This is an optimization exercise on Yosys and OpenROAD, whose aim is small area, a short achievable clock period and few clock cycles per item, not a production implementation. At most, simulation tests tie the RTL to the original design; equivalence was not proved. Function not checked in runs 3 and 4: the RTL went through the layout flow alone. Power and IR drop assume default switching activity.

<file path="run.sh">
#!/bin/bash
# synth_recipe.tcl (not shown) runs the flow's synth.tcl, then flattens the netlist and writes it again
# the make line also repeats each setting of config.mk as NAME=value (left out here)
make -C /OpenROAD-flow-scripts/flow DESIGN_CONFIG=/design/flow/config.mk WORK_HOME=/design/flow/orfs CLKGATE_MAP_FILE= SYNTH_SCRIPT=/design/flow/synth_recipe.tcl finish
</file>
<file path="design.v">
package mmq_pkg;
    localparam logic [1:0] MODE_LEARN  = 2'd0;
    localparam logic [1:0] MODE_ENCODE = 2'd1;
    localparam logic [1:0] MODE_DECODE = 2'd2;
    localparam logic [7:0]  CODE_MAX = 8'd254;
    localparam logic [7:0]  CODE_BAD = 8'd255;
endpackage
import mmq_pkg::*;
module minmax_two_level_quantizer_core (
    input  logic               aclk,
    input  logic               aresetn,
    input  logic               s_valid,
    output logic               s_ready,
    input  logic [1:0]         s_mode,
    input  logic               s_first,
    input  logic signed [31:0] s_sample,
    input  logic [7:0]         s_coarse_in,
    input  logic [7:0]         s_fine_in,
    output logic               m_valid,
    input  logic               m_ready,
    output logic [7:0]         m_coarse_code,
    output logic [7:0]         m_fine_code,
    output logic signed [31:0] m_value,
    output logic               m_error
);
    localparam logic [1:0] ST_IDLE = 2'd0;
    localparam logic [1:0] ST_ENC  = 2'd1;
    localparam logic [1:0] ST_DEC  = 2'd2;
    localparam logic [1:0] ST_DFIN = 2'd3;
    localparam logic [16:0] D1 = 17'd65025;
    localparam logic [17:0] D2 = 18'd130050;
    logic [1:0]         st_reg;
    logic [5:0]         cnt_reg;
    logic               ei_reg;
    logic signed [31:0] lo_reg, hi_reg;
    logic [31:0]        rem_reg;
    logic [31:0]        x_reg;
    logic [15:0]        p_reg;
    logic               err_reg;
    logic               mv_reg;
    logic               vsel_reg;
    logic               csel_reg;
    logic [1:0]         st_next;
    logic [5:0]         cnt_next;
    logic               ei_next;
    logic signed [31:0] lo_next, hi_next;
    logic [31:0]        rem_next;
    logic [31:0]        x_next;
    logic [15:0]        p_next;
    logic               err_next;
    logic               mv_next;
    logic               vsel_next;
    logic               csel_next;
    logic               idle, accept;
    logic               below, above;
    logic [32:0]        off_w;
    logic [15:0]        pair_w;
    assign idle    = (st_reg == ST_IDLE);
    assign s_ready = idle && (!mv_reg || m_ready);
    assign accept  = s_valid && s_ready;
    assign off_w   = {s_sample[31], s_sample} - {lo_reg[31], lo_reg};
    assign below   = off_w[32];
    assign above   = s_sample > hi_reg;
    assign pair_w  = ({s_coarse_in, 8'b0} - {8'b0, s_coarse_in}) + {8'b0, s_fine_in};
    logic        fin;
    logic [31:0] ra_w, rs_w;
    assign fin  = (st_reg == ST_DFIN);
    assign ra_w = fin ? ~x_reg : hi_reg;
    assign rs_w = ra_w - lo_reg;
    logic        enz;
    logic [32:0] ea_w, eb_w;
    logic [33:0] es_w;
    logic        efit;
    logic [31:0] estep_w;
    assign enz     = |rem_reg[7:0];
    assign ea_w    = ei_reg ? {1'b0, rem_reg} : {rem_reg, p_reg[7]};
    assign eb_w    = ei_reg ? {9'b0, rem_reg[31:8]} : {1'b0, x_reg};
    assign es_w    = {1'b0, ea_w} - {1'b0, eb_w} - {33'b0, ei_reg & enz};
    assign efit    = !es_w[33];
    assign estep_w = (efit || ei_reg) ? es_w[31:0] : ea_w[31:0];
    logic [17:0] dt_w, dt1_w, dt2_w;
    logic [1:0]  dd_w;
    logic [15:0] drem_w;
    logic        dz, dskip8, dskip4;
    assign dt_w  = {1'b0, rem_reg[15:0], 1'b0} + (x_reg[31] ? {2'b0, p_reg} : 18'd0);
    assign dt1_w = dt_w - {1'b0, D1};
    assign dt2_w = dt_w - D2;
    always_comb begin
        if (!dt2_w[17])      begin dd_w = 2'd2; drem_w = dt2_w[15:0]; end
        else if (!dt1_w[17]) begin dd_w = 2'd1; drem_w = dt1_w[15:0]; end
        else                 begin dd_w = 2'd0; drem_w = dt_w[15:0]; end
    end
    assign dz     = (rem_reg[15:0] == 16'd0);
    assign dskip8 = dz && (x_reg[31:24] == 8'd0) && !cnt_reg[5] && !(cnt_reg[4] && cnt_reg[3]);
    assign dskip4 = dz && (x_reg[31:28] == 4'd0) && !cnt_reg[5] && !(cnt_reg[4] && cnt_reg[3] && cnt_reg[2]);
    always_comb begin
        st_next   = st_reg;
        cnt_next  = cnt_reg;
        ei_next   = 1'b0;
        lo_next   = lo_reg;
        hi_next   = hi_reg;
        rem_next  = rem_reg;
        x_next    = x_reg;
        p_next    = p_reg;
        err_next  = err_reg;
        mv_next   = mv_reg && !m_ready;
        vsel_next = vsel_reg;
        csel_next = csel_reg;
        case (st_reg)
            ST_IDLE: begin
                cnt_next = '0;
                ei_next  = 1'b1;
                rem_next = s_mode[1] ? 32'd0 : off_w[31:0];
                if (s_ready) begin
                    x_next = rs_w;
                    p_next = pair_w;
                end
                if (accept) begin
                    err_next  = 1'b0;
                    mv_next   = 1'b1;
                    vsel_next = 1'b0;
                    csel_next = 1'b0;
                    case (s_mode)
                        MODE_LEARN: begin
                            if (s_first) begin
                                lo_next = s_sample;
                                hi_next = s_sample;
                            end else begin
                                if (below) lo_next = s_sample;
                                if (above) hi_next = s_sample;
                            end
                        end
                        MODE_ENCODE: begin
                            if (below || above) begin
                                err_next = 1'b1;
                            end else if (hi_reg != lo_reg) begin
                                mv_next  = 1'b0;
                                st_next  = ST_ENC;
                            end
                        end
                        MODE_DECODE: begin
                            if (s_coarse_in == CODE_BAD) begin
                                err_next = 1'b1;
                            end else begin
                                mv_next  = 1'b0;
                                st_next  = ST_DEC;
                            end
                        end
                        default: begin
                            err_next = 1'b1;
                        end
                    endcase
                end
            end
            ST_ENC: begin
                cnt_next = cnt_reg + 6'd1;
                ei_next  = (cnt_reg == 6'd8);
                rem_next = estep_w;
                if (ei_reg) begin
                    p_next = {(cnt_reg[3] && p_reg[7:0] == CODE_BAD) ? CODE_MAX : p_reg[7:0],
                              8'(-rem_reg[7:0])};
                end else begin
                    p_next = {p_reg[15:8], p_reg[6:0], efit};
                end
                if (cnt_reg == 6'd17) begin
                    mv_next   = 1'b1;
                    csel_next = 1'b1;
                    st_next   = ST_IDLE;
                end
            end
            ST_DEC: begin
                if (dskip8) begin
                    cnt_next = cnt_reg + 6'd8;
                    x_next   = {x_reg[23:0], 8'b0};
                end else if (dskip4) begin
                    cnt_next = cnt_reg + 6'd4;
                    x_next   = {x_reg[27:0], 4'b0};
                end else begin
                    cnt_next = cnt_reg + 6'd1;
                    rem_next = {16'b0, drem_w};
                    x_next   = {dd_w[1] ? 31'(x_reg[30:0] + 31'd1) : x_reg[30:0], dd_w[0]};
                end
                if (cnt_next == 6'd32) st_next = ST_DFIN;
            end
            default: begin  
                x_next    = ~rs_w;
                mv_next   = 1'b1;
                vsel_next = 1'b1;
                st_next   = ST_IDLE;
            end
        endcase
    end
    always_ff @(posedge aclk) begin
        if (!aresetn) begin
            st_reg <= ST_IDLE;
            lo_reg <= '0;
            hi_reg <= '0;
            mv_reg <= 1'b0;
        end else begin
            st_reg <= st_next;
            lo_reg <= lo_next;
            hi_reg <= hi_next;
            mv_reg <= mv_next;
        end
        cnt_reg  <= cnt_next;
        ei_reg   <= ei_next;
        rem_reg  <= rem_next;
        x_reg    <= x_next;
        p_reg    <= p_next;
        err_reg  <= err_next;
        vsel_reg <= vsel_next;
        csel_reg <= csel_next;
    end
    assign m_valid       = mv_reg;
    assign m_coarse_code = p_reg[15:8] & {8{csel_reg}};
    assign m_fine_code   = p_reg[7:0] & {8{csel_reg}};
    assign m_value       = x_reg & {32{vsel_reg}};
    assign m_error       = err_reg;
endmodule
</file>
<file path="config.mk">
export PLATFORM = sky130hd
export DESIGN_NAME = minmax_two_level_quantizer_core
export DESIGN_NICKNAME = minmax_two_level_quantizer_core
export VERILOG_FILES = /design/flow/design.v
export SDC_FILE = /design/flow/constraint.sdc
export NUM_CORES = 4
export LEC_CHECK = 0
export ABC_AREA = 1
export CAP_MARGIN = 20
export CORE_MARGIN = 2
export CORE_UTILIZATION = 55
export SETUP_SLACK_MARGIN = 4.7
export SLEW_MARGIN = 20
export TNS_END_PERCENT = 100
</file>
<file path="constraint.sdc">
create_clock -name core_clock -period 8.5 [get_ports {aclk}]
set_input_delay 1.7000 -clock core_clock [delete_from_list [all_inputs] [get_ports {aclk}]]
set_output_delay 1.7000 -clock core_clock [all_outputs]
set_load 0.01 [all_outputs]
</file>
==> metrics.md, run 1 <==
| Metric | Value |
|---|---|
| Chip Width | `roughly 190 µm` |
| Synth Register Bits | `157` |
| Least-Margin Pin Slew | `1.000 ns` |
| Grt total ovfl | `0` |
| Non-Filler Instances | `~3700` |
| Vias in the first global route | `21278` |
| Hold_sp | `hi_reg[1]` |
| Total power | `11.36 mW` |
| Die ar. | `roughly 37000 µm²` |
| Synthesized cell area | `around 19000 µm²` |
| Area growth syn-to-layout | `24.79%` |
| Final estimated routing congestion in global placement | `1.046` |
| Crit-path max FO | `7` |
| Max Slew Vio Count | `0` |
| R2R Path End | `rem_reg[26]` |
| Finished Core Util | `69.76%` |
| Met3 Usage GRT | `9.124%` |
| Yosys warnings | `1` |
| Pre-CTS setup slack | `2.935 ns` |
| Drt drc | `0` |
| Setup-failing EPs final | `0` |
| Cells after synthesis | `a little over 3000` |
| Antenna violations before repair | `3` |
| Post-synth EDFFs | `between 80 and 90` |
| Worst Hold Path Cells | `2` |
| Inst Count DP | `3560` |
| RR Startpoint | `rem_reg[4]` |
| CP max stage delay | `0.55 ns` |
| DP HPWL | `59.22 mm` |
| Tmin final | `approximately 4.1 ns` |
| Post-route ant nets | `0` |
| H-tree level count | `4` |
| CP required | `8.70 ns` |
| PD cells | `471.4 nW/µm²` |
| N_diodes | `0` |
| Setup CP Type | `reg2reg` |
| Pre-antenna DRT Iters | `8` |
| CTS clk-pin slew, worst paths | `0.09 ns` |
| Routed vias | `approximately 24000` |
| Core area | `34540 µm²` |
| Total clock buffers created by CTS | `17` |
| CTS tree | `built` |
| Initial DRC Count | `3236` |
| Peak supply drop | `~440 µV` |
| Commonest non-fill, non-tap cell in the layout | `nand2_1` |
| Number of port buffers | `105` |
| Critical-path cell list | `inv_1 -> nand4_1 -> nor2_1 -> nand2_1 -> nor2_2 -> nor2_2 -> fa_2 -> inv_2 -> ha_4 -> nand2_2 -> nand2_2 -> nand2_2 -> nand2_4 -> nand2_4 -> nand2_4 -> nand4_1 -> nand3_2 -> nand3_4 -> nand2_8 -> buf_12 -> clkinvlp_4 -> buf_6 -> nor3_4 -> o21ai_1` |
| WL final | `85.76 mm` |
| Final worst slack | `4.449 ns` |
| Mapped Nets | `3344` |
| Met2 Track Usage GR | `68.54%` |
| Die Height | `approximately 190 µm` |
| Nets@finish | `3511` |
| Vias per inst | `6.324` |
| GRT Overall Usage | `43.25%` |
| RSZ-0062 raised after global routing | `true` |
| Final hold violation count | `0` |
| Status | `finished clean` |
| Clock skew | `0.02810 ns` |
| Max_slew headroom | `33.31%` |
| Synth async-reset ratio | `0%` |
| Initial Util | `a little under three fifths` |
| Most frequent cells in the layout | `nand2_1 (735), inv_1 (488), a21oi_1 (242)` |
| Slowest-stage cell, CP | `edfxtp_1` |
| Hold path endpoint | `hi_reg[1]` |
| Post-Syn Area per Cell | `6.263 µm²` |
| Reg2Reg Setup Slack | `4.45 ns` |
| Largest net degree at the start of global routing | `67` |
| Setup_tns | `0 ns` |
| CP startpoint kind | `flop` |
| Static Leakage | `11.46 nW` |
| Root Buffer | `clkbuf_16` |
| Clock Tree Buf Depth | `2` |
| Ports | `about 110` |
| Top_reg_cell synth | `edfxtp_1` |
| Hold Path Class | `reg2reg` |
| Share of post-route cells with drive strength above 1 | `14.53%` |
| Cell count of the worst reg-to-reg path | `24` |
| Worst skew pair latency | `about 0.48 ns` |
| Fin crit share | `47.66%` |
| Routed len/inst | `23.07 µm` |
| Post-synth cell types | `59` |
| CP Capture Type | `flop` |
| Cell Rows | `68` |
| Hold bufs inserted after CTS | `0` |
| MaxCap Viol Count | `0` |
| GR peak layer | `met2` |
| CTS Sinks | `157` |
| Register area share after synthesis | `20.89%` |
| Critical Path AT | `about 4.3 ns` |
| Met1 Use GR | `52.18%` |
| First-pass GRT wire length | `120.5 mm` |
| Top achievable clock speed | `0.2469 GHz` |
-- worst max path at each step --
stage           startpoint     endpoint  slack [ns]  cells past startpoint
2_1_floorplan  s_sample[0]   lo_reg[18]        4.70                     20
3_3_place_gp   s_sample[0]    lo_reg[2]        2.97                     20
3_5_place_dp   s_sample[0]    lo_reg[1]        2.94                     20
4_1_cts         rem_reg[0]     p_reg[6]        4.61                     28
5_1_grt         rem_reg[4]  rem_reg[12]        4.33                     26
6_report        rem_reg[4]  rem_reg[26]        4.45                     24
-- worst max-delay path, delay by kind of cell (launching register included) --
| family | cells | cell delay [ns] |
|---|---|---|
| AOI/OAI and AO/OA | 1 | 0.08 |
| adders and majority gates | 2 | 0.54 |
| buffers and inverters | 5 | 0.80 |
| DFF | 1 | 0.55 |
| and+or+nand+nor | 16 | 1.81 |
-- cell type report --
| class | count | area, µm² |
|---|---|---|
| inverter | 511 | 1962 |
| fill | 2882 | 10450 |
| timing repair buffer | 226 | 2232 |
| tap | 455 | 569.3 |
| clock inverter | 11 | 92.59 |
| clock buffer | 20 | 479.2 |
| timing repair inverter | 1 | 7.507 |
| multi-input combinational | 2336 | 14710 |
| sequential | 157 | 4040 |
-- where the power goes --
group          switching (mW)  internal (mW)  leakage (nW)  total [mW]
sequential              0.459           1.17          1.52        1.63
combinational            5.61           3.32          9.65        8.93
clock                   0.385          0.416         0.285       0.802
total                    6.45           4.91          11.5        11.4
-- kinds of logic after synthesis --
group	share of synthesized area, %
AO/OA/AOI/OAI	21.05
adder cells (fa/ha/maj)	13.58
buffers and inverters	12.11
AND/OR/NAND/NOR	28.15
XOR/XNOR	4.167
flip-flops	20.89
multiplexers	0.05184
-- synthesized netlist by cell type (8+ instances only) --
cell        n  share of area, %
a21boi_0   31               1.2
a21o_1     13              0.51
a21oi_1   276               7.2
a31oi_1    14              0.45
buf_2      17              0.44
clkbuf_1   69               1.3
dfxtp_1    68               7.1
edfxtp_1   89                14
ha_1      200                13
inv_1     505               9.8
nand2_1   783                15
nand2_2     8              0.26
nand3_1   154               4.0
nand4_1    49               1.6
nor2_1    200               3.9
nor2_2      8              0.26
nor3_1     35              0.91
nor4_1     21              0.68
o211ai_1   27               1.0
o21a_1     18              0.70
o21ai_0   267               6.9
o21ai_1    25              0.65
o21bai_1   11              0.43
o221ai_1   12              0.54
o22ai_1     8              0.26
or2_2      14              0.45
xnor2_1    36               1.6
xor2_1     54               2.4
-- repair_timing --
item	CTS	global route
setup buffers	54	50
pin swaps	25	91
endpoints found under the setup margin	170	143
resized for setup	169	331
cloned	10	12
-- layer usage --
metal,share of wire [%],wire (µm),vias to the layer above
li1,-,-,10574
met1,36,30460,10662
met2,43,37140,1749
met3,12,10580,517
met4,8.8,7552,4
met5,0.028,24,-
-- per-stage QoR --
stage | hold slack, ns | area (µm²)
floorplan | 0.4693 | 19350
global placement | 0.5159 | 20630
detailed placement | 0.5172 | 20630
CTS | 0.5270 | 22430
global route | 0.5590 | 24100
finish | 0.5262 | 24100
Testbench counts, summed over its fixed seeds: cycles 48,680, items 3,840.
==> run 2: changes to the inputs <==
--- a/config.mk
+++ b/config.mk
@@ -5,10 +5,9 @@
 export SDC_FILE = /design/flow/constraint.sdc
 export NUM_CORES = 4
 export LEC_CHECK = 0
-export ABC_AREA = 1
 export CAP_MARGIN = 20
 export CORE_MARGIN = 2
-export CORE_UTILIZATION = 55
-export SETUP_SLACK_MARGIN = 4.7
+export CORE_UTILIZATION = 40
+export SETUP_SLACK_MARGIN = 4.5
 export SLEW_MARGIN = 20
 export TNS_END_PERCENT = 100
==> run 2 against run 1 <==
Effect of this change: critical path depth shrank 9; synthesized cell count fell by 26%; power shrank 4.4%; sequential power is 2% higher; global-route usage decreased by 16 points; final cell count fell by 17%; sequential share of layout area about the same; highest routed layer is now met4.
==> metrics.md, run 2 <==
| Metric | Value |
|---|---|
| PD cells | `450.7 nW/µm²` |
| Area growth syn-to-layout | `31.05%` |
| Share of post-route cells with drive strength above 1 | `19.92%` |
| Vias in the first global route | `17227` |
| Critical Path AT | `4.91 ns` |
| Nets@finish | `2729` |
| Worst Hold Path Cells | `2` |
| Chip Width | `218.4 µm` |
| Largest net degree at the start of global routing | `67` |
| Yosys warnings | `1` |
| Commonest non-fill, non-tap cell in the layout | `inv_1` |
| H-tree level count | `4` |
| Area after DPL | `around 20000 µm²` |
| Total clock buffers created by CTS | `17` |
| Initial Util | `approximately 41%` |
| Least-Margin Pin Slew | `~1.1 ns` |
| Vias per inst | `5.907` |
| Yosys top cell area share | `14.53%` |
| Hold Path Class | `reg2reg` |
| Number of port buffers | `105` |
| Routed len/inst | `21.95 µm` |
| Pre-CTS setup slack | `~2.7 ns` |
| Top_reg_cell synth | `edfxtp_1` |
| GRT Overall Usage | `27.12%` |
| Largest area contributor in the netlist | `edfxtp_1` |
| CTS tree | `built` |
| CTS Sinks | `approximately 160` |
| Cell count of the worst reg-to-reg path | `21` |
| Reg2Reg Setup Slack | `4.05 ns` |
| Sequential share of power | `15.4%` |
| Synth area leaders | `edfxtp_1 (15%), ha_1 (14%), dfxtp_1 (7.4%)` |
| Total power | `10.86 mW` |
| Setup-failing EPs final | `0` |
| MaxCap Viol Count | `0` |
| Final worst slack | `3.946 ns` |
| Pint | `5.588 mW` |
| Commonest cells in the synthesized netlist | `ha_1 (200), inv_1 (193), nor2_1 (161)` |
| Post-synth cell types | `92` |
| Tmin final | `4.554 ns` |
| Top-count cell post-synth | `ha_1` |
| Post-route ant nets | `0` |
| CP startpoint kind | `primary input` |
| CTS clk-pin slew, worst paths | `0.06 ns` |
| Post-synth EDFFs | `89` |
| NetSw | `5.272 mW` |
| DP HPWL | `46.87 mm` |
| Peak supply drop | `approximately 240 µV` |
| Top achievable clock speed | `0.2196 GHz` |
| Cell Rows | `78` |
| Cells after synthesis | `2279` |
| Drt drc | `0` |
| First-pass GRT wire length | `99.42 mm` |
| RSZ-0062 raised after global routing | `true` |
| Finished Core Util | `53.10%` |
| Net Sw Frac | `48.54%` |
| CP Capture Type | `flop` |
| Final hold violation count | `0` |
| Inst Count DP | `2895` |
| Static Leakage | `9.730 nW` |
| Synth Register Bits | `around 160` |
| Combinational share of power | `77.3%` |
| Initial DRC Count | `1841` |
| Register area share after synthesis | `about 22%` |
| Fin crit share | `53.58%` |
| Core area | `45380 µm²` |
| Synthesized cell area | `about 18000 µm²` |
| Clock power share | `7.3%` |
| Ports | `between 100 and 150` |
| WL final | `67.61 mm` |
| Routed vias | `18198` |
| Hold slack | `around 0.55 ns` |
| Synth async-reset ratio | `0%` |
| Die Height | `218.4 µm` |
| Post-route cell area | `24100 µm²` |
| Setup CP Type | `in2reg` |
| Post-Syn Area per Cell | `8.069 µm²` |
| Status | `finished clean` |
| Filler cells | `4102` |
| Clock Tree Buf Depth | `2` |
| Most frequent cells in the layout | `inv_1 (185), ha_1 (172), nand2_1 (146)` |
| Die ar. | `47700 µm²` |
| Final estimated routing congestion in global placement | `about 0.93` |
| CP required | `slightly below 9 ns` |
| Grt total ovfl | `0` |
| Pre-antenna DRT Iters | `6` |
| Worst skew pair latency | `0.48 ns` |
| Antenna violations before repair | `2` |
| Mapped Nets | `2540` |
| Max Slew Vio Count | `0` |
| Hold bufs inserted after CTS | `0` |
| Non-Filler Instances | `roughly 3100` |
| Clock skew | `0.01583 ns` |
| Root Buffer | `clkbuf_16` |
| Setup_tns | `0 ns` |
| Crit-path max FO | `8` |
| Max_slew headroom | `23.47%` |
==> run 2: kinds of logic after synthesis <==
group	count (synthesis)	share of synthesized area, %
fa+ha+maj	206	14.26
compound gates	576	21.18
xor+xnor	172	8.233
flops	157	21.94
mux	148	8.253
simple gates	718	19.83
buf+inv	302	6.307
==> run 2: final timing paths <==
check | start | endpoint
max | s_sample[9] | hi_reg[13]
min | hi_reg[28] | hi_reg[28]
max reg2reg | rem_reg[0] | rem_reg[10]
min reg2reg | hi_reg[28] | hi_reg[28]
==> run 2: critical path: stages <==
cell       delay (ns)
buf_8            0.10
ha_4             0.20
a21o_1           0.16
a21o_1           0.21
a2111oi_4        0.35
o21ai_2          0.10
a221o_1          0.35
a2111oi_4        0.37
mux2_4           0.38
and2_4           0.16
o211a_4          0.28
buf_6            0.14
buf_16           0.15
mux2i_2          0.17
nor2b_1          0.06
==> run 2: cell type report <==
class / count / area (µm²) / share of cell area (%)
repair buffers: 279 / 3104 / 12.88
inverters: 193 / 744.5 / 3.089
flip-flops and latches: 157 / 4040 / 16.77
well taps: 600 / 750.7 / 3.115
diodes: 1 / 2.502 / 0.01038
clock buffers: 28 / 573.1 / 2.378
clock inverters: 3 / 16.27 / 0.06750
multi-input cells: 1820 / 14870 / 61.69
==> run 2: metal layers <==
layer	up-vias	track usage, %	part of all wire, %
li1	8558	-	-
met1	8787	35.24	43
met2	677	44.84	47
met3	176	3.062	5.9
met4	0	12.74	4.7
met5	-	0	0
==> run 2: power by group through the flow <==
stage               clock network [mW]  logic [mW]  registers (mW)
floorplan                            0        5.08            1.31
global placement                     0        6.28            1.68
detailed placement                   0        6.37            1.68
CTS                              0.800        7.39            1.64
global route                     0.826        9.06            1.69
finish                           0.794        8.40            1.67
==> run 2: timing repair <==
item,CTS,global route
gates cloned,13,3
buffers inserted,93,44
pin swaps,104,109
endpoints found under the setup margin,175,139
resized for setup,236,170
endpoints found under the hold margin,0,0
==> run 3: changes to the inputs <==
--- a/design.v
+++ b/design.v
@@ -32,6 +32,7 @@
     logic [1:0]         st_reg;
     logic [5:0]         cnt_reg;
     logic               ei_reg;
+    logic               ecin_reg;
     logic signed [31:0] lo_reg, hi_reg;
     logic [31:0]        rem_reg;
     logic [31:0]        x_reg;
@@ -43,6 +44,7 @@
     logic [1:0]         st_next;
     logic [5:0]         cnt_next;
     logic               ei_next;
+    logic               ecin_next;
     logic signed [31:0] lo_next, hi_next;
     logic [31:0]        rem_next;
     logic [31:0]        x_next;
@@ -61,21 +63,30 @@
     assign off_w   = {s_sample[31], s_sample} - {lo_reg[31], lo_reg};
     assign below   = off_w[32];
     assign above   = s_sample > hi_reg;
+    logic          eq_lo, eq_hi, rz;
+    assign eq_lo   = (s_sample == lo_reg);
+    assign eq_hi   = (s_sample == hi_reg);
+    assign rz      = (hi_reg == lo_reg);
     assign pair_w  = ({s_coarse_in, 8'b0} - {8'b0, s_coarse_in}) + {8'b0, s_fine_in};
-    logic        fin;
-    logic [31:0] ra_w, rs_w;
-    assign fin  = (st_reg == ST_DFIN);
-    assign ra_w = fin ? ~x_reg : hi_reg;
-    assign rs_w = ra_w - lo_reg;
-    logic        enz;
+    logic        rinv;
+    logic [31:0] ra_w, rb_w;
+    logic [31:0] rs_w;
+    logic [31:0] rq_w;
+    assign rinv = (st_reg == ST_DFIN) || (st_reg == ST_DEC);
+    assign ra_w = rinv ? ~x_reg : hi_reg;
+    always_comb begin
+        if (st_reg == ST_DEC) rb_w = 32'd1;
+        else                  rb_w = lo_reg;
+    end
+    assign rs_w  = ra_w - rb_w;
+    assign rq_w  = rinv ? ~rs_w : rs_w;
     logic [32:0] ea_w, eb_w;
     logic [33:0] es_w;
     logic        efit;
     logic [31:0] estep_w;
-    assign enz     = |rem_reg[7:0];
     assign ea_w    = ei_reg ? {1'b0, rem_reg} : {rem_reg, p_reg[7]};
     assign eb_w    = ei_reg ? {9'b0, rem_reg[31:8]} : {1'b0, x_reg};
-    assign es_w    = {1'b0, ea_w} - {1'b0, eb_w} - {33'b0, ei_reg & enz};
+    assign es_w    = {1'b0, ea_w} + {1'b1, ~eb_w} + {33'b0, ecin_reg};
     assign efit    = !es_w[33];
     assign estep_w = (efit || ei_reg) ? es_w[31:0] : ea_w[31:0];
     logic [17:0] dt_w, dt1_w, dt2_w;
@@ -97,6 +108,7 @@
         st_next   = st_reg;
         cnt_next  = cnt_reg;
         ei_next   = 1'b0;
+        ecin_next = 1'b1;
         lo_next   = lo_reg;
         hi_next   = hi_reg;
         rem_next  = rem_reg;
@@ -110,10 +122,11 @@
             ST_IDLE: begin
                 cnt_next = '0;
                 ei_next  = 1'b1;
+                ecin_next = (s_sample[7:0] == lo_reg[7:0]);
                 rem_next = s_mode[1] ? 32'd0 : off_w[31:0];
                 if (s_ready) begin
-                    x_next = rs_w;
-                    p_next = pair_w;
+                    x_next = rq_w;
+                    p_next = s_mode[1] ? pair_w : {CODE_MAX, 8'd0};
                 end
                 if (accept) begin
                     err_next  = 1'b0;
@@ -133,7 +146,9 @@
                         MODE_ENCODE: begin
                             if (below || above) begin
                                 err_next = 1'b1;
-                            end else if (hi_reg != lo_reg) begin
+                            end else if (eq_hi && !eq_lo) begin
+                                csel_next = 1'b1;
+                            end else if (!eq_lo) begin
                                 mv_next  = 1'b0;
                                 st_next  = ST_ENC;
                             end
@@ -143,7 +158,7 @@
                                 err_next = 1'b1;
                             end else begin
                                 mv_next  = 1'b0;
-                                st_next  = ST_DEC;
+                                st_next  = rz ? ST_DFIN : ST_DEC;
                             end
                         end
                         default: begin
@@ -155,6 +170,8 @@
             ST_ENC: begin
                 cnt_next = cnt_reg + 6'd1;
                 ei_next  = (cnt_reg == 6'd8);
+                if (cnt_reg == 6'd8)
+                    ecin_next = efit ? (es_w[7:0] == 8'd0) : (ea_w[7:0] == 8'd0);
                 rem_next = estep_w;
                 if (ei_reg) begin
                     p_next = {(cnt_reg[3] && p_reg[7:0] == CODE_BAD) ? CODE_MAX : p_reg[7:0],
@@ -178,12 +195,12 @@
                 end else begin
                     cnt_next = cnt_reg + 6'd1;
                     rem_next = {16'b0, drem_w};
-                    x_next   = {dd_w[1] ? 31'(x_reg[30:0] + 31'd1) : x_reg[30:0], dd_w[0]};
+                    x_next   = {dd_w[1] ? rq_w[30:0] : x_reg[30:0], dd_w[0]};
                 end
                 if (cnt_next == 6'd32) st_next = ST_DFIN;
             end
             default: begin  
-                x_next    = ~rs_w;
+                x_next    = rq_w;
                 mv_next   = 1'b1;
                 vsel_next = 1'b1;
                 st_next   = ST_IDLE;
@@ -204,6 +221,7 @@
         end
         cnt_reg  <= cnt_next;
         ei_reg   <= ei_next;
+        ecin_reg <= ecin_next;
         rem_reg  <= rem_next;
         x_reg    <= x_next;
         p_reg    <= p_next;
--- a/config.mk
+++ b/config.mk
@@ -5,9 +5,10 @@
 export SDC_FILE = /design/flow/constraint.sdc
 export NUM_CORES = 4
 export LEC_CHECK = 0
+export ABC_AREA = 1
 export CAP_MARGIN = 20
 export CORE_MARGIN = 2
-export CORE_UTILIZATION = 40
-export SETUP_SLACK_MARGIN = 4.5
+export CORE_UTILIZATION = 45
+export SETUP_SLACK_MARGIN = 4.8
 export SLEW_MARGIN = 20
 export TNS_END_PERCENT = 100
==> run 3 against run 2 <==
Effect of this change: non-clock buffer count shrank 72; clock skew rose by 0.00051 ns; core utilization up 4.3 points; area after synthesis increased by 1.7%; via count increased by 18%; largest cell class unchanged; die area down 9.4%; highest routed layer is now met5; fmax up 20%; power decreased by 5.9%; clock power is 5.7% lower; clock-buffer cell count is 10 lower.
==> metrics.md, run 3 <==
| Metric | Value |
|---|---|
| Status | `finished clean` |
| CP Capture Type | `output pin` |
| Setup_tns | `0 ns` |
| CP required | `6.80 ns` |
| Vias per inst | `5.851` |
| Grt total ovfl | `0` |
| Post-Syn Area per Cell | `6.293 µm²` |
| Worst skew pair latency | `0.48 ns` |
| Critical-path cell list | `buf_6 -> nor2_4 -> nor2_2 -> buf_2` |
| Post-route ant nets | `0` |
| Yosys warnings | `1` |
| Fin crit share | `44.47%` |
| Die Height | `roughly 210 µm` |
| Mapped Nets | `3202` |
| CTS clk-pin slew, worst paths | `roughly 0.080 ns` |
| Max Slew Vio Count | `0` |
| Post-route cell area | `roughly 23000 µm²` |
| Number of port buffers | `105` |
| Synth async-reset ratio | `0%` |
| Cell Rows | `74` |
| Final worst slack | `~4.7 ns` |
| Clock skew | `approximately 0.016 ns` |
| Chip Width | `207.9 µm` |
| Commonest cells in the synthesized netlist | `nand2_1 (723), inv_1 (441), a21oi_1 (292)` |
| Top-count cell post-synth | `nand2_1` |
| Nets@finish | `3354` |
| Drt drc | `0` |
| Clock Tree Buf Depth | `2` |
| RSZ-0062 raised after global routing | `true` |
| Routed len/inst | `21.16 µm` |
| Slowest-stage cell, CP | `buf_2` |
| Setup CP Type | `in2out` |
| Initial Util | `between 40% and 50%` |
| Commonest non-fill, non-tap cell in the layout | `nand2_1` |
| Total clock buffers created by CTS | `17` |
| Crit-path max FO | `2` |
| Least-Margin Pin Slew | `between 0.8 and 0.9 ns` |
| Pre-CTS setup slack | `2.718 ns` |
| CP max stage delay | `0.14 ns` |
| Pre-antenna DRT Iters | `7` |
| CTS tree | `built` |
| Root Buffer | `clkbuf_16` |
| Largest area contributor in the netlist | `nand2_1` |
| N_diodes | `0` |
| Initial DRC Count | `~2200` |
| Post-synth EDFFs | `89` |
| Routed vias | `approximately 21000` |
| Final estimated routing congestion in global placement | `0.9728` |
| H-tree level count | `4` |
| Final hold violation count | `0` |
| Peak supply drop | `roughly 220 µV` |
| Static Leakage | `10.90 nW` |
| Synth area leaders | `nand2_1 (15%), edfxtp_1 (14%), ha_1 (11%)` |
| Largest net degree at the start of global routing | `68` |
| Ports | `106` |
| Antenna violations before repair | `2` |
| Most frequent cells in the layout | `nand2_1 (678), inv_1 (423), a21oi_1 (257)` |
| Reg2Reg Setup Slack | `4.91 ns` |
| Yosys top cell area share | `14.51%` |
| CP startpoint kind | `primary input` |
| Top achievable clock speed | `between 0.2 and 0.3 GHz` |
| DP HPWL | `56.53 mm` |
| First-pass GRT wire length | `around 110 mm` |
| Post-synth cell types | `52` |
| Area growth syn-to-layout | `25.60%` |
| GRT Overall Usage | `33.99%` |
| PD cells | `434.9 nW/µm²` |
| Vias in the first global route | `19763` |
| Hold Path Class | `reg2reg` |
| Cells after synthesis | `2972` |
| Synthesized cell area | `18700 µm²` |
| Max_slew headroom | `42.80%` |
| Setup-failing EPs final | `0` |
| WL final | `77.65 mm` |
| Tmin final | `3.780 ns` |
| Register area share after synthesis | `21.68%` |
| Critical Path AT | `2.08 ns` |
| Die ar. | `43210 µm²` |
| Hold slack | `0.5193 ns` |
| CTS Sinks | `roughly 160` |
| Core area | `between 40000 and 50000 µm²` |
| Top_reg_cell synth | `edfxtp_1` |
| Synth Register Bits | `158` |
| MaxCap Viol Count | `0` |
| Area after DPL | `20210 µm²` |
| Share of post-route cells with drive strength above 1 | `16.03%` |
## run 3: final timing paths
path | start | end | cells past startpoint
setup / recovery | m_ready | s_ready | 4
hold / removal | lo_reg[25] | lo_reg[25] | 2
setup reg to reg | st_reg[0] | x_reg[29] | 18
hold reg to reg | lo_reg[25] | lo_reg[25] | 2
## run 3: logic make-up after synthesis
logic type | count (synthesis) | share of synthesized area, %
simple gates | 1254 | 28.35
compound gates | 719 | 21.19
buf+inv | 549 | 11.35
fa+ha+maj | 175 | 11.95
flops | 158 | 21.68
xor+xnor | 117 | 5.479
## run 3: final cells by class
cell class | count | area [µm²]
clock inverter | 14 | 107.6
clock buffer | 18 | 439.2
inverter | 454 | 1779
sequential | 158 | 4061
timing repair buffer | 207 | 2029
multi-input combinational | 2282 | 14370
timing repair inverter | 4 | 33.78
fill | 4052 | 17430
tap | 532 | 665.6
## run 3: metal layers
metal  vias up  share of wire (%)  track usage (%)  wire, µm
met1     10099                 43            47.61     33780
met5         -              0.015                0        12
met2       980                 44            53.83     34460
met3       162                8.2            4.251      6364
li1      10224                  -                -         -
met4         2                3.9            11.79      3035
## run 3: report_power, final
part | switching, mW | internal [mW]
registers | 0.435 | 1.20
clock network | 0.364 | 0.386
logic | 5.01 | 2.82
total | 5.81 | 4.41
## run 3: worst max-delay path: cells and delay by family
family                 cells  cell delay, ns
buffers and inverters      2            0.24
AND/OR/NAND/NOR            2            0.14
## run 3: through the flow
stage / power [mW] / std cells / utilization (%)
global placement: 8.204 / 3526 / 49.35
detailed placement: 8.232 / 3527 / 49.37
global route: 11.00 / 3669 / 57.40
CTS: 9.490 / 3615 / 54.45
floorplan: 6.185 / 2972 / -
finish: 10.21 / 3669 / 57.40
## run 3: what timing repair did
| item | 4_1_cts | 5_1_grt |
|---|---|---|
| hold buffers | 0 | 0 |
| cloned | 20 | 10 |
| buffers inserted | 36 | 43 |
| gates resized for setup | 336 | 217 |
| pin swaps | 45 | 104 |
| setup endpoints to repair | 145 | 143 |
==> run 4: changes to the inputs <==
--- a/config.mk
+++ b/config.mk
@@ -9,6 +9,7 @@
 export CAP_MARGIN = 20
 export CORE_MARGIN = 2
 export CORE_UTILIZATION = 45
-export SETUP_SLACK_MARGIN = 4.8
+export PLACE_DENSITY = 0.7
+export SETUP_SLACK_MARGIN = 5.0
 export SLEW_MARGIN = 20
 export TNS_END_PERCENT = 100
==> run 4 against run 3 <==
Effect of this change: still clean; hold slack better by 0.013 ns; non-clock buffer count rose by 79; die area stayed put; final cell count rose by 2.4%; area after synthesis did not move; sequential cell count unchanged; core utilization is 4.7 points higher; final area rose by 8.2%; synthesized cell count unchanged; global-route usage about the same; fmax about the same; sequential share of layout area shrank 1.3 points; critical path type is now in2reg; largest power group unchanged; highest routed layer is now met4.
==> metrics.md, run 4 <==
| Metric | Value |
|---|---|
| Chip Width | `207.9 µm` |
| Setup CP Type | `in2reg` |
| RSZ-0062 raised after global routing | `true` |
| Worst skew pair latency | `0.49 ns` |
| Nets@finish | `3441` |
| First-pass GRT wire length | `around 120 mm` |
| RR Startpoint | `st_reg[0]` |
| Largest area contributor in the netlist | `nand2_1` |
| Pint | `about 4.8 mW` |
| NetSw | `6.143 mW` |
| Ports | `between 100 and 150` |
| Vias per inst | `5.945` |
| Setup_tns | `0 ns` |
| Pre-antenna DRT Iters | `6` |
| CP startpoint kind | `primary input` |
| MaxCap Viol Count | `0` |
| Core area | `a little over 40000 µm²` |
| Critical-path cell list | `buf_8 -> inv_12 -> ha_4 -> inv_4 -> fa_2 -> nand3_2 -> nand3_2 -> nand2_2 -> nand2_2 -> a21oi_2 -> nor2_2 -> o21a_1 -> nor2_2 -> nand4_1 -> o21ai_1 -> nand2_1 -> o21ai_2 -> o21ai_1` |
| Final estimated routing congestion in global placement | `0.9794` |
| Most frequent cells in the layout | `nand2_1 (639), inv_1 (411), a21oi_1 (200)` |
| Yosys top cell area share | `between 10% and 20%` |
| Clock power share | `7.3%` |
| Crit path buf inv count | `3` |
| Peak supply drop | `225.5 µV` |
| Synth async-reset ratio | `0%` |
| Top-count cell post-synth | `nand2_1` |
| Number of port buffers | `~110` |
| GRT Overall Usage | `about 34%` |
| Clock Tree Buf Depth | `2` |
| Sequential share of power | `between 10% and 20%` |
| Grt total ovfl | `0` |
| Drt drc | `0` |
| Fin crit share | `44.48%` |
| Synth area leaders | `nand2_1 (15%), edfxtp_1 (14%), ha_1 (11%)` |
| N_diodes | `0` |
| Net Sw Frac | `56.30%` |
| Routed vias | `roughly 22000` |
| Slowest-stage cell, CP | `fa_2` |
| CP required | `around 8.7 ns` |
| CTS Sinks | `~160` |
| Hold Path Class | `reg2reg` |
| Final hold violation count | `0` |
| Post-route ant nets | `0` |
| CP Capture Type | `flop` |
| Largest delay share family, worst path | `compound AO/OA/AOI/OAI gates` |
| Die ar. | `43210 µm²` |
| Vias in the first global route | `between 20000 and 25000` |
| Post-synth cell types | `52` |
| Cell Rows | `74` |
| CTS tree | `built` |
| CP max stage delay | `0.36 ns` |
| Clock skew | `between 0.015 and 0.02 ns` |
| Hold slack | `0.5327 ns` |
| Antenna violations before repair | `0` |
| Crit path launch | `s_fine_in[0]` |
| Yosys warnings | `1` |
| Area growth syn-to-layout | `35.89%` |
| Max Slew Vio Count | `0` |
| Cells after synthesis | `2972` |
| Top_reg_cell synth | `edfxtp_1` |
| Max_slew headroom | `39.99%` |
| Finished Core Util | `62.10%` |
| Routed len/inst | `21.23 µm` |
| Synth Register Bits | `158` |
| Critical Path AT | `4.00 ns` |
| Post-Syn Area per Cell | `6.293 µm²` |
| Static Leakage | `11.64 nW` |
| H-tree level count | `4` |
| Least-Margin Pin Slew | `between 0.8 and 0.9 ns` |
| Hold_sp | `lo_reg[30]` |
| Register area share after synthesis | `21.68%` |
| CTS clk-pin slew, worst paths | `0.06 ns` |
| Crit-path max FO | `4` |
| Setup-failing EPs final | `0` |
| Commonest non-fill, non-tap cell in the layout | `nand2_1` |
| Status | `finished clean` |
| PD cells | `429.3 nW/µm²` |
| Tmin final | `roughly 3.8 ns` |
| Root Buffer | `clkbuf_16` |
| Mapped Nets | `3202` |
| Top achievable clock speed | `0.2645 GHz` |
| DP HPWL | `53.76 mm` |
| Die Height | `207.9 µm` |
| Commonest cells in the synthesized netlist | `nand2_1 (723), inv_1 (441), a21oi_1 (292)` |
| Initial DRC Count | `2546` |
| Share of post-route cells with drive strength above 1 | `~25%` |
| Post-synth EDFFs | `89` |
| Total clock buffers created by CTS | `17` |
| Largest net degree at the start of global routing | `69` |
| Initial Util | `45.70%` |
| Synthesized cell area | `18700 µm²` |
| Combinational share of power | `around 78%` |
| WL final | `79.72 mm` |
run 4: cell count changes in the layout (fill, tap and decap cells not counted), moves of 31 or more:
cell	delta
clkdlybuf4s50_1	-32
nand2_1	-39
a21oi_1	-57
o21ai_2	+44
buf_4	+64
a21oi_2	+53
o21ai_0	-31
run 4: final timing paths:
| kind | end | slack (ns) | depth (start not counted) |
|---|---|---|---|
| setup / recovery | p_reg[12] | 4.72 | 18 |
| hold / removal | lo_reg[30] | 0.53 | 2 |
| setup reg to reg | x_reg[29] | 5.06 | 18 |
| hold reg to reg | lo_reg[30] | 0.53 | 2 |
run 4: cells by family (layout without fill, tap and decap cells):
group                    after synthesis  in the layout  synth area share, %
AND/OR/NAND/NOR                     1254           1274                28.35
AO/OA/AOI/OAI                        719            719                21.19
buffers and inverters                549            781                11.35
XOR/XNOR                             117            117                5.479
adder cells (fa/ha/maj)              175            175                11.95
flip-flops                           158            158                21.68
run 4: cell type report:
type	instances	area [µm²]
multi-input combinational	2285	15470
inverter	454	1804
sequential	158	4063
timing repair inverter	9	90.09
clock inverter	13	141.4
tap	532	665.6
fill	3649	15510
timing repair buffer	286	2733
clock buffer	19	442.9
run 4: what timing repair did:
action / 4_1_cts / 5_1_grt
setup buffers: 73 / 90
gates cloned: 26 / 9
endpoints found under the setup margin: 226 / 144
hold buffers: 0 / 0
gates resized for setup: 476 / 398
pin swaps: 84 / 156
run 4: worst register-to-register path: stages, from the launching register on:
cell and delay, ns:
dfxtp_4 0.40, inv_2 0.06, ha_4 0.22, nor2_4 0.18
buf_4 0.16, buf_12 0.13, o21ai_0 0.09, ha_1 0.39
nand2_1 0.17, inv_1 0.06, a21oi_1 0.25, nor2_1 0.10
nor2_2 0.16, nor2_1 0.07, a211oi_1 0.16, nand2_1 0.15
xor2_2 0.19, o211ai_1 0.18, a21oi_1 0.08
run 4: power by group through the flow:
| stage | sequential, mW | combinational, mW | clock [mW] |
|---|---|---|---|
| after floorplan | 1.37 | 4.86 | 0 |
| after global placement | 1.64 | 6.51 | 0 |
| after detailed placement | 1.63 | 6.56 | 0 |
| after CTS | 1.57 | 7.35 | 0.794 |
| after global routing | 1.59 | 9.19 | 0.823 |
| final | 1.58 | 8.53 | 0.796 |
run 4: metal layers:
metal / GRT usage, % / up-vias / wire length [µm]
li1: - / 10423 / -
met1: 43.27 / 10479 / 31320
met2: 55.67 / 1149 / 36380
met3: 5.068 / 277 / 6945
met4: 17.83 / 0 / 5076
met5: 0 / - / 0
run 4: stage by stage:
step / setup slack (ns) / power [mW] / std cells / cell area (µm²)
after CTS: 4.728 / 9.709 / 3655 / 23210
after detailed placement: 3.027 / 8.195 / 3524 / 20320
after floorplan: 4.755 / 6.225 / 2972 / 19020
after global placement: 3.138 / 8.142 / 3524 / 20320
final: 4.719 / 10.91 / 3756 / 25410
after global routing: 4.601 / 11.61 / 3756 / 25410
==> run 5: changes to the inputs <==
--- a/design.v
+++ b/design.v
@@ -32,7 +32,6 @@
     logic [1:0]         st_reg;
     logic [5:0]         cnt_reg;
     logic               ei_reg;
-    logic               ecin_reg;
     logic signed [31:0] lo_reg, hi_reg;
     logic [31:0]        rem_reg;
     logic [31:0]        x_reg;
@@ -44,7 +43,6 @@
     logic [1:0]         st_next;
     logic [5:0]         cnt_next;
     logic               ei_next;
-    logic               ecin_next;
     logic signed [31:0] lo_next, hi_next;
     logic [31:0]        rem_next;
     logic [31:0]        x_next;
@@ -80,13 +78,15 @@
     end
     assign rs_w  = ra_w - rb_w;
     assign rq_w  = rinv ? ~rs_w : rs_w;
+    logic        enz;
     logic [32:0] ea_w, eb_w;
     logic [33:0] es_w;
     logic        efit;
     logic [31:0] estep_w;
+    assign enz     = |rem_reg[7:0];
     assign ea_w    = ei_reg ? {1'b0, rem_reg} : {rem_reg, p_reg[7]};
     assign eb_w    = ei_reg ? {9'b0, rem_reg[31:8]} : {1'b0, x_reg};
-    assign es_w    = {1'b0, ea_w} + {1'b1, ~eb_w} + {33'b0, ecin_reg};
+    assign es_w    = {1'b0, ea_w} - {1'b0, eb_w} - {33'b0, ei_reg & enz};
     assign efit    = !es_w[33];
     assign estep_w = (efit || ei_reg) ? es_w[31:0] : ea_w[31:0];
     logic [17:0] dt_w, dt1_w, dt2_w;
@@ -108,7 +108,6 @@
         st_next   = st_reg;
         cnt_next  = cnt_reg;
         ei_next   = 1'b0;
-        ecin_next = 1'b1;
         lo_next   = lo_reg;
         hi_next   = hi_reg;
         rem_next  = rem_reg;
@@ -122,7 +121,6 @@
             ST_IDLE: begin
                 cnt_next = '0;
                 ei_next  = 1'b1;
-                ecin_next = (s_sample[7:0] == lo_reg[7:0]);
                 rem_next = s_mode[1] ? 32'd0 : off_w[31:0];
                 if (s_ready) begin
                     x_next = rq_w;
@@ -170,8 +168,6 @@
             ST_ENC: begin
                 cnt_next = cnt_reg + 6'd1;
                 ei_next  = (cnt_reg == 6'd8);
-                if (cnt_reg == 6'd8)
-                    ecin_next = efit ? (es_w[7:0] == 8'd0) : (ea_w[7:0] == 8'd0);
                 rem_next = estep_w;
                 if (ei_reg) begin
                     p_next = {(cnt_reg[3] && p_reg[7:0] == CODE_BAD) ? CODE_MAX : p_reg[7:0],
@@ -221,7 +217,6 @@
         end
         cnt_reg  <= cnt_next;
         ei_reg   <= ei_next;
-        ecin_reg <= ecin_next;
         rem_reg  <= rem_next;
         x_reg    <= x_next;
         p_reg    <= p_next;
--- a/config.mk
+++ b/config.mk
@@ -8,8 +8,7 @@
 export ABC_AREA = 1
 export CAP_MARGIN = 20
 export CORE_MARGIN = 2
-export CORE_UTILIZATION = 45
-export PLACE_DENSITY = 0.7
-export SETUP_SLACK_MARGIN = 5.0
+export CORE_UTILIZATION = 55
+export SETUP_SLACK_MARGIN = 4.7
 export SLEW_MARGIN = 20
 export TNS_END_PERCENT = 100
==> run 5 against run 4 <==
Effect of this change: still clean on timing, DRC and antenna; final cell count down 5.4%; global-route usage up 9.0 points; sequential cell count down 1; synthesized cell count down 1.1%; clock skew up 0.00071 ns; power down 1.1%; sequential share of layout area up 1.6 points; clock-buffer cell count down 2; die area down 17%; highest routed layer unchanged.
==> metrics.md, run 5 <==
| Metric | Value |
|---|---|
| Nets@finish | `3349` |
| H-tree level count | `4` |
| Inst Count DP | `approximately 3400` |
| Post-synth cell types | `58` |
| Commonest non-fill, non-tap cell in the layout | `nand2_1` |
| Number of port buffers | `about 110` |
| Final hold violation count | `0` |
| Fin crit share | `44.51%` |
| Register area share after synthesis | `between 20% and 30%` |
| Largest area contributor in the netlist | `edfxtp_1` |
| Initial Util | `55.95%` |
| Synth Register Bits | `roughly 160` |
| RSZ-0062 raised after global routing | `true` |
| Synth async-reset ratio | `0%` |
| Largest delay share family, worst path | `buffers and inverters` |
| Pre-antenna DRT Iters | `7` |
| Finished Core Util | `between 60 and 70%` |
| CP Capture Type | `output pin` |
| Setup-failing EPs final | `0` |
| Cell Rows | `67` |
| Pre-CTS setup slack | `around 3.0 ns` |
| Antenna violations before repair | `1` |
| Critical Path AT | `2.08 ns` |
| Met1 Use GR | `49.74%` |
| Met3 Usage GRT | `just over 9%` |
| Root Buffer | `clkbuf_16` |
| First-pass GRT wire length | `116.9 mm` |
| Mapped Nets | `3197` |
| Least-Margin Pin Slew | `roughly 0.94 ns` |
| Die ar. | `35690 µm²` |
| Share of post-route cells with drive strength above 1 | `13.15%` |
| CTS Sinks | `157` |
| Cells after synthesis | `2938` |
| Final worst slack | `4.717 ns` |
| Static Leakage | `10.88 nW` |
| Slowest-stage cell, CP | `buf_2` |
| Vias in the first global route | `20322` |
| CP startpoint kind | `primary input` |
| Register area | `4039 µm²` |
| Synthesized cell area | `18810 µm²` |
| Setup_tns | `0 ns` |
| Core area | `~34000 µm²` |
| Routed vias | `21942` |
| Yosys top cell area share | `14.21%` |
| Drt drc | `0` |
| CP required | `between 6 and 7 ns` |
| Crit-path max FO | `2` |
| Filler cells | `2932` |
| Post-Syn Area per Cell | `6.402 µm²` |
| Total power | `10.79 mW` |
| DP HPWL | `between 50 and 60 mm` |
| Top_reg_cell synth | `edfxtp_1` |
| CP max stage delay | `0.14 ns` |
| Post-route ant nets | `0` |
| Routed len/inst | `22.67 µm` |
| WL final | `just over 80 mm` |
| Peak supply drop | `354.6 µV` |
| Max Slew Vio Count | `0` |
| Setup CP Type | `in2out` |
| Vias per inst | `just over 6` |
| Worst skew pair latency | `0.47 ns` |
| Ports | `~110` |
| Initial DRC Count | `2463` |
| Post-synth EDFFs | `89` |
| Hold Path Class | `reg2reg` |
| GR peak layer | `met2` |
| Die Height | `approximately 190 µm` |
| Clock skew | `about 0.018 ns` |
| Met2 Track Usage GR | `69.22%` |
| Largest net degree at the start of global routing | `66` |
| PD cells | `468.6 nW/µm²` |
| Area after DPL | `around 20000 µm²` |
| Grt total ovfl | `0` |
| Commonest cells in the synthesized netlist | `nand2_1 (691), inv_1 (452), a21oi_1 (305)` |
| Top achievable clock speed | `0.2643 GHz` |
| Crit path buf inv count | `2` |
| MaxCap Viol Count | `0` |
| GRT Overall Usage | `42.99%` |
| Clock Tree Buf Depth | `2` |
| Max_slew headroom | `37.35%` |
| Total clock buffers created by CTS | `17` |
| Multi-input logic area | `approximately 14000 µm²` |
| CTS tree | `built` |
| Yosys warnings | `1` |
| Final estimated routing congestion in global placement | `about 1.1` |
| Chip Width | `188.9 µm` |
| Critical-path cell list | `buf_6 -> nor2_4 -> nor2_1 -> buf_2` |
| Status | `finished clean` |
| Post-route cell area | `23030 µm²` |
| Hold slack | `between 0.5 and 0.6 ns` |
| CTS clk-pin slew, worst paths | `0.07 ns` |
| Tmin final | `3.783 ns` |
| Non-Filler Instances | `around 3600` |
| Most frequent cells in the layout | `nand2_1 (664), inv_1 (437), a21oi_1 (272)` |
| Top-count cell post-synth | `nand2_1` |
| Area growth syn-to-layout | `22.43%` |
| Synth area leaders | `edfxtp_1 (14%), nand2_1 (14%), ha_1 (13%)` |
run 5: worst min-delay path, stage by stage (launching register included):
cell	delay (ns)
dfxtp_1	0.34
inv_1	0.08
a21oi_1	0.06
run 5: power by group:
part           total [mW]  switching (mW)  internal [mW]  leakage [nW]
clock               0.834           0.389          0.445         0.300
sequential           1.59           0.432           1.16          1.52
combinational        8.36            5.27           3.09          9.05
run 5: logic make-up after synthesis:
group           count (synthesis)  synth area share [%]
simple gates                 1154                 25.92
compound gates                754                 21.94
buf+inv                       552                 11.35
fa+ha+maj                     204                 13.81
flops                         157                 21.45
xor+xnor                      117                 5.528
run 5: final cells by class:
type | count | area share [%]
sequential | 157 | 17.54
tap | 448 | 2.434
timing repair inverter | 2 | 0.06520
clock buffer | 17 | 1.847
multi-input combinational | 2241 | 60.82
timing repair buffer | 211 | 8.900
antenna | 1 | 0.01087
inverter | 460 | 7.617
clock inverter | 15 | 0.7661
run 5: path summary, 6_finish.rpt:
check / slack [ns] / cells after the start / from / endpoint
min reg2reg: 0.52 / 2 / hi_reg[28] / hi_reg[28]
min: 0.52 / 2 / hi_reg[28] / hi_reg[28]
max reg2reg: 4.73 / 17 / st_reg[0] / x_reg[26]
max: 4.72 / 4 / m_ready / s_ready
run 5: repair_timing:
| action | in CTS | in global routing |
|---|---|---|
| setup buffers | 44 | 44 |
| endpoints found under the setup margin | 175 | 143 |
| pin swaps | 30 | 74 |
| hold buffers | 0 | 0 |
| hold endpoints to repair | 0 | 0 |
| gates resized for setup | 219 | 204 |
| gates cloned | 13 | 8 |
run 5: layer usage:
metal,share of wire (%),vias to the layer above,routed length [µm]
li1,-,10106,-
met1,35,10072,28500
met2,44,1377,35640
met3,11,387,8718
met4,9.5,0,7654
met5,0,-,0
Testbench counts of run 5, summed over its fixed seeds: cycles 43,540, items 3,840.

## re-timing with driven ports
No port has a modelled driver above. Below, the same layouts with a new extraction and two added sets of constraints. Step 1 (the two cells are an assumption about what drives the block):
set clk [get_ports {aclk}]
set_driving_cell -lib_cell sky130_fd_sc_hd__clkbuf_16 $clk
set_driving_cell -lib_cell sky130_fd_sc_hd__buf_2 [delete_from_list [all_inputs] $clk]
Step 2 also shifts input and output timing later by t, the mid clock arrival at the registers, as if the neighbouring blocks saw the same clock. Slacks: ideal ports / drivers / drivers and shift; pairs: ideal ports / drivers.
run	t (ns)	setup slack, ns	worst setup path at the end	cell pins on the clock port's net
run 1	0.524	4.449 / 4.449 / 4.083	input to register	1
run 2	0.523	3.946 / 3.963 / 3.440	input to register	1
run 3	0.525	4.720 / 4.689 / 4.258	input to register	1
run 4	0.534	4.719 / 4.708 / 4.202	input to register	1
run 5	0.522	4.717 / 4.685 / 4.242	input to register	1
After both steps every run listed still meets setup and hold. The setup slack of run 4, which loses most, moves by -0.011 ns with the drivers and by -0.517 ns with both steps.
